Context: an optimization exercise on an open-source flow, tuned for a short achievable clock period and few clock cycles. The choices shown serve that exercise and are no tape-out recipe. Only simulation tests tie the RTL to the original design; equivalence was not proved. No activity file was given, so power comes from the tool's default toggle rates.

==> trial 93 <==
Design pipe_core, start of the top module:
module pipe_core
#(
    parameter core_pkg::word_t RESET_PC = '0,
    parameter int    NUM_REGS = 32
) (
    input  logic     clock,
    input  logic     rst_n,
    output core_pkg::word_t    imem_addr,
    input  core_pkg::word_t    imem_data,
    output logic     wb_en,
    output core_pkg::reg_idx_t wb_reg,
    output core_pkg::word_t    wb_data
);
clock: 7.0 ns
lec_check: 0
cap_margin: 40
cell_pad_in_sites_detail_placement: 1
core_margin: 2
core_utilization: 25
gpl_timing_driven: 1
place_density: 0.4
setup_slack_margin: 4.0
slew_margin: 60
synth_hierarchical: 1
run.sh (not shown) runs the stock make flow with config.mk's settings and CLKGATE_MAP_FILE= SYNTH_SCRIPT=/design/flow/synth_recipe.tcl, a recipe that flattens the netlist after the stock synthesis.
==> build 85 (differences from trial 93) <==
--- a/flow/design.v
+++ b/flow/design.v
@@ -605,14 +605,24 @@
         .wr_en (wr_en),
         .wr_reg (wr_reg),
         .wr_data (wr_data),
         .data  (rd_data_b)
     );
 endmodule
 `timescale 1ns/10ps
+module word_reg
+(
+    input  logic            clock,
+    input  core_pkg::word_t d,
+    output core_pkg::word_t q
+);
+    always_ff @(posedge clock) begin
+        q <= d;
+    end
+endmodule
 module wb_stage
 (
     input  logic               clock,
     input  logic               rst_n,
     input  logic               x_wr,
     input  core_pkg::reg_idx_t x_rd,
     input  core_pkg::word_t    x_result,
@@ -668,14 +678,19 @@
     logic               f_fwd_b;
     logic               f_add;
     logic               f_sub;
     logic               f_and;
     logic               f_or;
     core_pkg::word_t    x_a;
     core_pkg::word_t    x_b;
+    core_pkg::word_t    x_a_aux;
+    core_pkg::word_t    x_b_aux;
+    core_pkg::word_t    x_a_pz;
+    core_pkg::word_t    x_b_pz;
+    core_pkg::word_t    r1_aux;
     logic               x_fwd_a;
     logic               x_fwd_b;
     logic [6:0]         x_sel_arith;
     logic               x_sel_logic;
     logic [7:0]         x_sel_nz;
     logic [2:0]         x_sel_ne;
     logic               x_redir_ne;
@@ -736,16 +751,14 @@
         end else begin
             x_wr       <= !f_kill && f_wr;
             x_redir_ne <= !f_kill && f_bne && !f_pred_taken;
             x_redir_eq <= !f_kill && f_bne && f_pred_taken;
         end
     end
     always_ff @(posedge clock) begin
-        x_a        <= rd_data_a;
-        x_b        <= rd_data_b;
         x_fwd_a    <= f_fwd_a;
         x_fwd_b    <= f_fwd_b;
         x_sel_arith[0] <= f_add && !f_fwd_a && !f_fwd_b;
         x_sel_arith[1] <= f_add &&  f_fwd_a && !f_fwd_b;
         x_sel_arith[2] <= f_add && !f_fwd_a &&  f_fwd_b;
         x_sel_arith[3] <= f_add &&  f_fwd_a &&  f_fwd_b;
         x_sel_arith[4] <= f_sub && !f_fwd_a && !f_fwd_b;
@@ -762,18 +775,24 @@
         x_pz_sel   <= {f_or, f_and, f_sub, f_add} & {4{!f_fwd_a && !f_fwd_b}};
         x_pz_guess <= (f_fwd_a || f_fwd_b) && (f_add || f_and || f_or || (f_sub && (f_rs != f_rt)));
         x_rd       <= f_rd;
         x_pred     <= f_pred_taken;
         x_pc_plus1 <= f_pc_plus1;
         x_imm      <= f_imm;
     end
+    word_reg u_xa     (.clock(clock), .d(rd_data_a), .q(x_a));
+    word_reg u_xb     (.clock(clock), .d(rd_data_b), .q(x_b));
+    word_reg u_xa_aux (.clock(clock), .d(rd_data_a), .q(x_a_aux));
+    word_reg u_xb_aux (.clock(clock), .d(rd_data_b), .q(x_b_aux));
+    word_reg u_xa_pz  (.clock(clock), .d(rd_data_a), .q(x_a_pz));
+    word_reg u_xb_pz  (.clock(clock), .d(rd_data_b), .q(x_b_pz));
     alu_bypass u_bypass (
-        .x_a       (x_a),
-        .x_b       (x_b),
-        .res       (r1_result),
+        .x_a       (x_a_aux),
+        .x_b       (x_b_aux),
+        .res       (r1_aux),
         .fwd_a     (x_fwd_a),
         .fwd_b     (x_fwd_b),
         .operand_a (x_op_a),
         .operand_b (x_op_b)
     );
     alu_sums u_sums (
         .x_a     (x_a),
@@ -792,36 +811,36 @@
         .op_or     (x_or),
         .result    (x_logic)
     );
     alu_select u_select (
         .sum_nn    (x_sum_nn),
         .sum_rn    (x_sum_rn),
         .sum_nr    (x_sum_nr),
-        .sum_rr    ({r1_result[30:0], 1'b0}),
+        .sum_rr    ({r1_aux[30:0], 1'b0}),
         .diff_nn   (x_diff_nn),
         .diff_rn   (x_diff_rn),
         .diff_nr   (x_diff_nr),
         .logic_res (x_logic),
         .sel_arith (x_sel_arith),
         .sel_logic (x_sel_logic),
         .result    (x_result)
     );
     alu_flags u_flags (
-        .x_a       (x_a),
-        .x_b       (x_b),
-        .res       (r1_result),
+        .x_a       (x_a_aux),
+        .x_b       (x_b_aux),
+        .res       (r1_aux),
         .logic_res (x_logic),
         .sel_nz    (x_sel_nz),
         .sel_ne    (x_sel_ne),
         .not_equal (x_ne),
         .nonzero   (x_nz)
     );
     result_guess u_guess (
-        .x_a     (x_a),
-        .x_b     (x_b),
+        .x_a     (x_a_pz),
+        .x_b     (x_b_pz),
         .sel     (x_pz_sel),
         .guess   (x_pz_guess),
         .nonzero (x_pnz)
     );
     assign x_redirect = (x_ne ? x_redir_ne : x_redir_eq) && !redir_q;
     prefix_add #(.W(32), .CIN(1'b0)) u_target (
         .a(x_pc_plus1), .b(x_imm), .sum(x_target), .cout(x_target_co)
@@ -839,17 +858,16 @@
     assign redirect    = redir_q;
     assign redirect_pc = redir_pc_q;
     assign x_wr_out   = x_wr;
     assign x_live_out = x_live;
     assign x_rd_out  = x_rd;
     assign x_pred_nz = x_pnz;
     assign x_nonzero = x_nz;
-    always_ff @(posedge clock) begin
-        r1_result <= x_result;
-    end
+    word_reg u_r1     (.clock(clock), .d(x_result), .q(r1_result));
+    word_reg u_r1_aux (.clock(clock), .d(x_result), .q(r1_aux));
     wb_stage u_wb (
         .clock    (clock),
         .rst_n    (rst_n),
         .x_wr     (x_live),
         .x_rd     (x_rd),
         .x_result (x_result),
         .wr_en    (wr_en),
- CORE_UTILIZATION: 25 -> 35
- PLACE_DENSITY: 0.4 -> 0.5
==> trial 98 (differences from trial 93) <==
- CAP_MARGIN: 40 -> 20
- SLEW_MARGIN: 60 -> 20
==> trial 96 (differences from trial 93) <==
--- a/flow/design.v
+++ b/flow/design.v
@@ -359,17 +359,18 @@
     input  core_pkg::word_t    redirect_pc,
     output core_pkg::word_t    pc_next,
     output logic               pred_taken
 );
     logic            is_j;
     logic            pred_if_nz;
     logic            pred_if_z;
-    logic            take_target;
     core_pkg::word_t br_target;
     core_pkg::word_t other_pc;
+    core_pkg::word_t pc_if_nz;
+    core_pkg::word_t pc_if_z;
     assign is_j = (imem_data[core_pkg::OPCODE_MSB:core_pkg::OPCODE_LSB] == core_pkg::OP_J);
     branch_target #(.SW(SW)) u_target (
         .imm    (imem_data[SW-1:0]),
         .pc     (pc),
         .hi_inc (hi_inc),
         .hi_dec (hi_dec),
         .target (br_target)
@@ -386,20 +387,21 @@
             other_pc = redirect_pc;
         end else if (is_j) begin
             other_pc = {{(core_pkg::WORD_W-core_pkg::TARGET_MSB-1){1'b0}}, imem_data[core_pkg::TARGET_MSB:0]};
         end else begin
             other_pc = pc_plus1;
         end
     end
+    assign pc_if_nz = (pred_if_nz && !redirect) ? br_target : other_pc;
+    assign pc_if_z  = (pred_if_z  && !redirect) ? br_target : other_pc;
     assign pred_taken = x_pred_nz ? pred_if_nz : pred_if_z;
-    assign take_target = pred_taken && !redirect;
     pc_pick u_pick (
-        .sel     (take_target),
-        .pc_if_1 (br_target),
-        .pc_if_0 (other_pc),
+        .sel     (x_pred_nz),
+        .pc_if_1 (pc_if_nz),
+        .pc_if_0 (pc_if_z),
         .pc_next (pc_next)
     );
 endmodule
 module pc_port
 #(
     parameter core_pkg::word_t RESET_PC = '0
 ) (
@@ -605,14 +607,24 @@
         .wr_en (wr_en),
         .wr_reg (wr_reg),
         .wr_data (wr_data),
         .data  (rd_data_b)
     );
 endmodule
 `timescale 1ns/10ps
+module word_reg
+(
+    input  logic            clock,
+    input  core_pkg::word_t d,
+    output core_pkg::word_t q
+);
+    always_ff @(posedge clock) begin
+        q <= d;
+    end
+endmodule
 module wb_stage
 (
     input  logic               clock,
     input  logic               rst_n,
     input  logic               x_wr,
     input  core_pkg::reg_idx_t x_rd,
     input  core_pkg::word_t    x_result,
@@ -668,14 +680,19 @@
     logic               f_fwd_b;
     logic               f_add;
     logic               f_sub;
     logic               f_and;
     logic               f_or;
     core_pkg::word_t    x_a;
     core_pkg::word_t    x_b;
+    core_pkg::word_t    x_a_aux;
+    core_pkg::word_t    x_b_aux;
+    core_pkg::word_t    x_a_pz;
+    core_pkg::word_t    x_b_pz;
+    core_pkg::word_t    r1_aux;
     logic               x_fwd_a;
     logic               x_fwd_b;
     logic [6:0]         x_sel_arith;
     logic               x_sel_logic;
     logic [7:0]         x_sel_nz;
     logic [2:0]         x_sel_ne;
     logic               x_redir_ne;
@@ -736,16 +753,14 @@
         end else begin
             x_wr       <= !f_kill && f_wr;
             x_redir_ne <= !f_kill && f_bne && !f_pred_taken;
             x_redir_eq <= !f_kill && f_bne && f_pred_taken;
         end
     end
     always_ff @(posedge clock) begin
-        x_a        <= rd_data_a;
-        x_b        <= rd_data_b;
         x_fwd_a    <= f_fwd_a;
         x_fwd_b    <= f_fwd_b;
         x_sel_arith[0] <= f_add && !f_fwd_a && !f_fwd_b;
         x_sel_arith[1] <= f_add &&  f_fwd_a && !f_fwd_b;
         x_sel_arith[2] <= f_add && !f_fwd_a &&  f_fwd_b;
         x_sel_arith[3] <= f_add &&  f_fwd_a &&  f_fwd_b;
         x_sel_arith[4] <= f_sub && !f_fwd_a && !f_fwd_b;
@@ -762,18 +777,24 @@
         x_pz_sel   <= {f_or, f_and, f_sub, f_add} & {4{!f_fwd_a && !f_fwd_b}};
         x_pz_guess <= (f_fwd_a || f_fwd_b) && (f_add || f_and || f_or || (f_sub && (f_rs != f_rt)));
         x_rd       <= f_rd;
         x_pred     <= f_pred_taken;
         x_pc_plus1 <= f_pc_plus1;
         x_imm      <= f_imm;
     end
+    word_reg u_xa     (.clock(clock), .d(rd_data_a), .q(x_a));
+    word_reg u_xb     (.clock(clock), .d(rd_data_b), .q(x_b));
+    word_reg u_xa_aux (.clock(clock), .d(rd_data_a), .q(x_a_aux));
+    word_reg u_xb_aux (.clock(clock), .d(rd_data_b), .q(x_b_aux));
+    word_reg u_xa_pz  (.clock(clock), .d(rd_data_a), .q(x_a_pz));
+    word_reg u_xb_pz  (.clock(clock), .d(rd_data_b), .q(x_b_pz));
     alu_bypass u_bypass (
-        .x_a       (x_a),
-        .x_b       (x_b),
-        .res       (r1_result),
+        .x_a       (x_a_aux),
+        .x_b       (x_b_aux),
+        .res       (r1_aux),
         .fwd_a     (x_fwd_a),
         .fwd_b     (x_fwd_b),
         .operand_a (x_op_a),
         .operand_b (x_op_b)
     );
     alu_sums u_sums (
         .x_a     (x_a),
@@ -792,36 +813,36 @@
         .op_or     (x_or),
         .result    (x_logic)
     );
     alu_select u_select (
         .sum_nn    (x_sum_nn),
         .sum_rn    (x_sum_rn),
         .sum_nr    (x_sum_nr),
-        .sum_rr    ({r1_result[30:0], 1'b0}),
+        .sum_rr    ({r1_aux[30:0], 1'b0}),
         .diff_nn   (x_diff_nn),
         .diff_rn   (x_diff_rn),
         .diff_nr   (x_diff_nr),
         .logic_res (x_logic),
         .sel_arith (x_sel_arith),
         .sel_logic (x_sel_logic),
         .result    (x_result)
     );
     alu_flags u_flags (
-        .x_a       (x_a),
-        .x_b       (x_b),
-        .res       (r1_result),
+        .x_a       (x_a_aux),
+        .x_b       (x_b_aux),
+        .res       (r1_aux),
         .logic_res (x_logic),
         .sel_nz    (x_sel_nz),
         .sel_ne    (x_sel_ne),
         .not_equal (x_ne),
         .nonzero   (x_nz)
     );
     result_guess u_guess (
-        .x_a     (x_a),
-        .x_b     (x_b),
+        .x_a     (x_a_pz),
+        .x_b     (x_b_pz),
         .sel     (x_pz_sel),
         .guess   (x_pz_guess),
         .nonzero (x_pnz)
     );
     assign x_redirect = (x_ne ? x_redir_ne : x_redir_eq) && !redir_q;
     prefix_add #(.W(32), .CIN(1'b0)) u_target (
         .a(x_pc_plus1), .b(x_imm), .sum(x_target), .cout(x_target_co)
@@ -839,17 +860,16 @@
     assign redirect    = redir_q;
     assign redirect_pc = redir_pc_q;
     assign x_wr_out   = x_wr;
     assign x_live_out = x_live;
     assign x_rd_out  = x_rd;
     assign x_pred_nz = x_pnz;
     assign x_nonzero = x_nz;
-    always_ff @(posedge clock) begin
-        r1_result <= x_result;
-    end
+    word_reg u_r1     (.clock(clock), .d(x_result), .q(r1_result));
+    word_reg u_r1_aux (.clock(clock), .d(x_result), .q(r1_aux));
     wb_stage u_wb (
         .clock    (clock),
         .rst_n    (rst_n),
         .x_wr     (x_live),
         .x_rd     (x_rd),
         .x_result (x_result),
         .wr_en    (wr_en),
- CORE_UTILIZATION: 25 -> 35
- PLACE_DENSITY: 0.4 -> 0.5
==> summary of the runs <==
Via count, highest first: trial 96, build 85, trial 98, trial 93. Critical path depth: trial 96 is lower than trial 98 (3). Final cell count, highest first: trial 93, trial 98, trial 96, build 85. Global-route usage: trial 93 < trial 98 < trial 96 < build 85. Trial 96 finished with timing, DRC and antenna clean. Trial 93 finished with timing, DRC and antenna clean. Build 85 produced a clean layout. Trial 98 finished with max-capacitance violations, max-slew violations left. The lowest sequential share of layout area belongs to trial 93, the highest to build 85.
==> figures <==
Placement-stage cell area: build 85 119100 um^2; trial 98 114500 um^2; trial 96 119900 um^2; trial 93 117900 um^2
Total power of the final layout: build 85 29760 uW; trial 98 27790 uW; trial 96 30000 uW; trial 93 27830 uW
Maximum ir drop on the vdd rail: build 85 0.2074 mV; trial 98 0.2001 mV; trial 96 0.1776 mV; trial 93 0.1741 mV
Die extent in y: build 85 557.8 um; trial 98 649.4 um; trial 96 559.2 um; trial 93 649.4 um
Non-clock buffers, area share: build 85 12.78%; trial 98 11.40%; trial 96 13.80%; trial 93 11.55%
Data arrival, critical path: build 85 4.61 ns; trial 98 4.51 ns; trial 96 4.72 ns; trial 93 4.52 ns
Data required time at the worst endpoint: build 85 7.76 ns; trial 98 7.79 ns; trial 96 7.78 ns; trial 93 7.77 ns
Run status: build 85 complete, no violations; trial 98 failed layout checks; trial 96 complete, no violations; trial 93 complete, no violations
Violated checks: build 85 -; trial 98 max-capacitance violations, max-slew violations; trial 96 -; trial 93 -
Proportion of layout cells with a drive suffix above 1: build 85 36.21%; trial 98 34.23%; trial 96 37.37%; trial 93 35.48%
Sequential fraction of total cell area: build 85 26.05%; trial 98 24.77%; trial 96 25.44%; trial 93 24.62%
Most frequent cell on the critical path: build 85 buf_6; trial 98 buf_12; trial 96 -; trial 93 -
Testbench counts of trial 93, summed over its fixed seeds: cycles 22,630.
Testbench counts of build 85, summed over its fixed seeds: cycles 22,630.
Testbench counts of trial 98, summed over its fixed seeds: cycles 22,630.
Testbench counts of trial 96, summed over its fixed seeds: cycles 22,630.

==> what the ideal ports hide <==
In the flow no input, the clock included, has a driving cell. The finished layouts below were timed again as built, in two steps.
Step 1 assumes that a clkbuf_16 drives the clock port and a buf_2 every other input.
Step 2, shift: input delay + t, output delay - t, t = (earliest + latest rising clock arrival at the registers) / 2. This alone moves slack from input paths to output paths.
Three values: ideal, step 1, step 2; two values: the first two.
| run | shift t [ns] | setup slack, ns | slew at the worst register clock pin (ns) | cell pins on the clock port's net |
|---|---|---|---|---|
| trial 93 | 1.055 | 3.251 / 3.251 / 2.423 | 0.07 / 0.07 | 1 |
| build 85 | 1.034 | 3.153 / 2.971 / 1.938 | 0.07 / 0.07 | 1 |
| trial 98 | 1.064 | 3.280 / 3.259 / 2.195 | 0.09 / 0.09 | 1 |
| trial 96 | 1.064 | 3.055 / 2.877 / 1.813 | 0.08 / 0.08 | 1 |
For trial 96, which loses most, drivers alone change the setup slack by -0.178 ns; drivers and shift together by -1.242 ns.
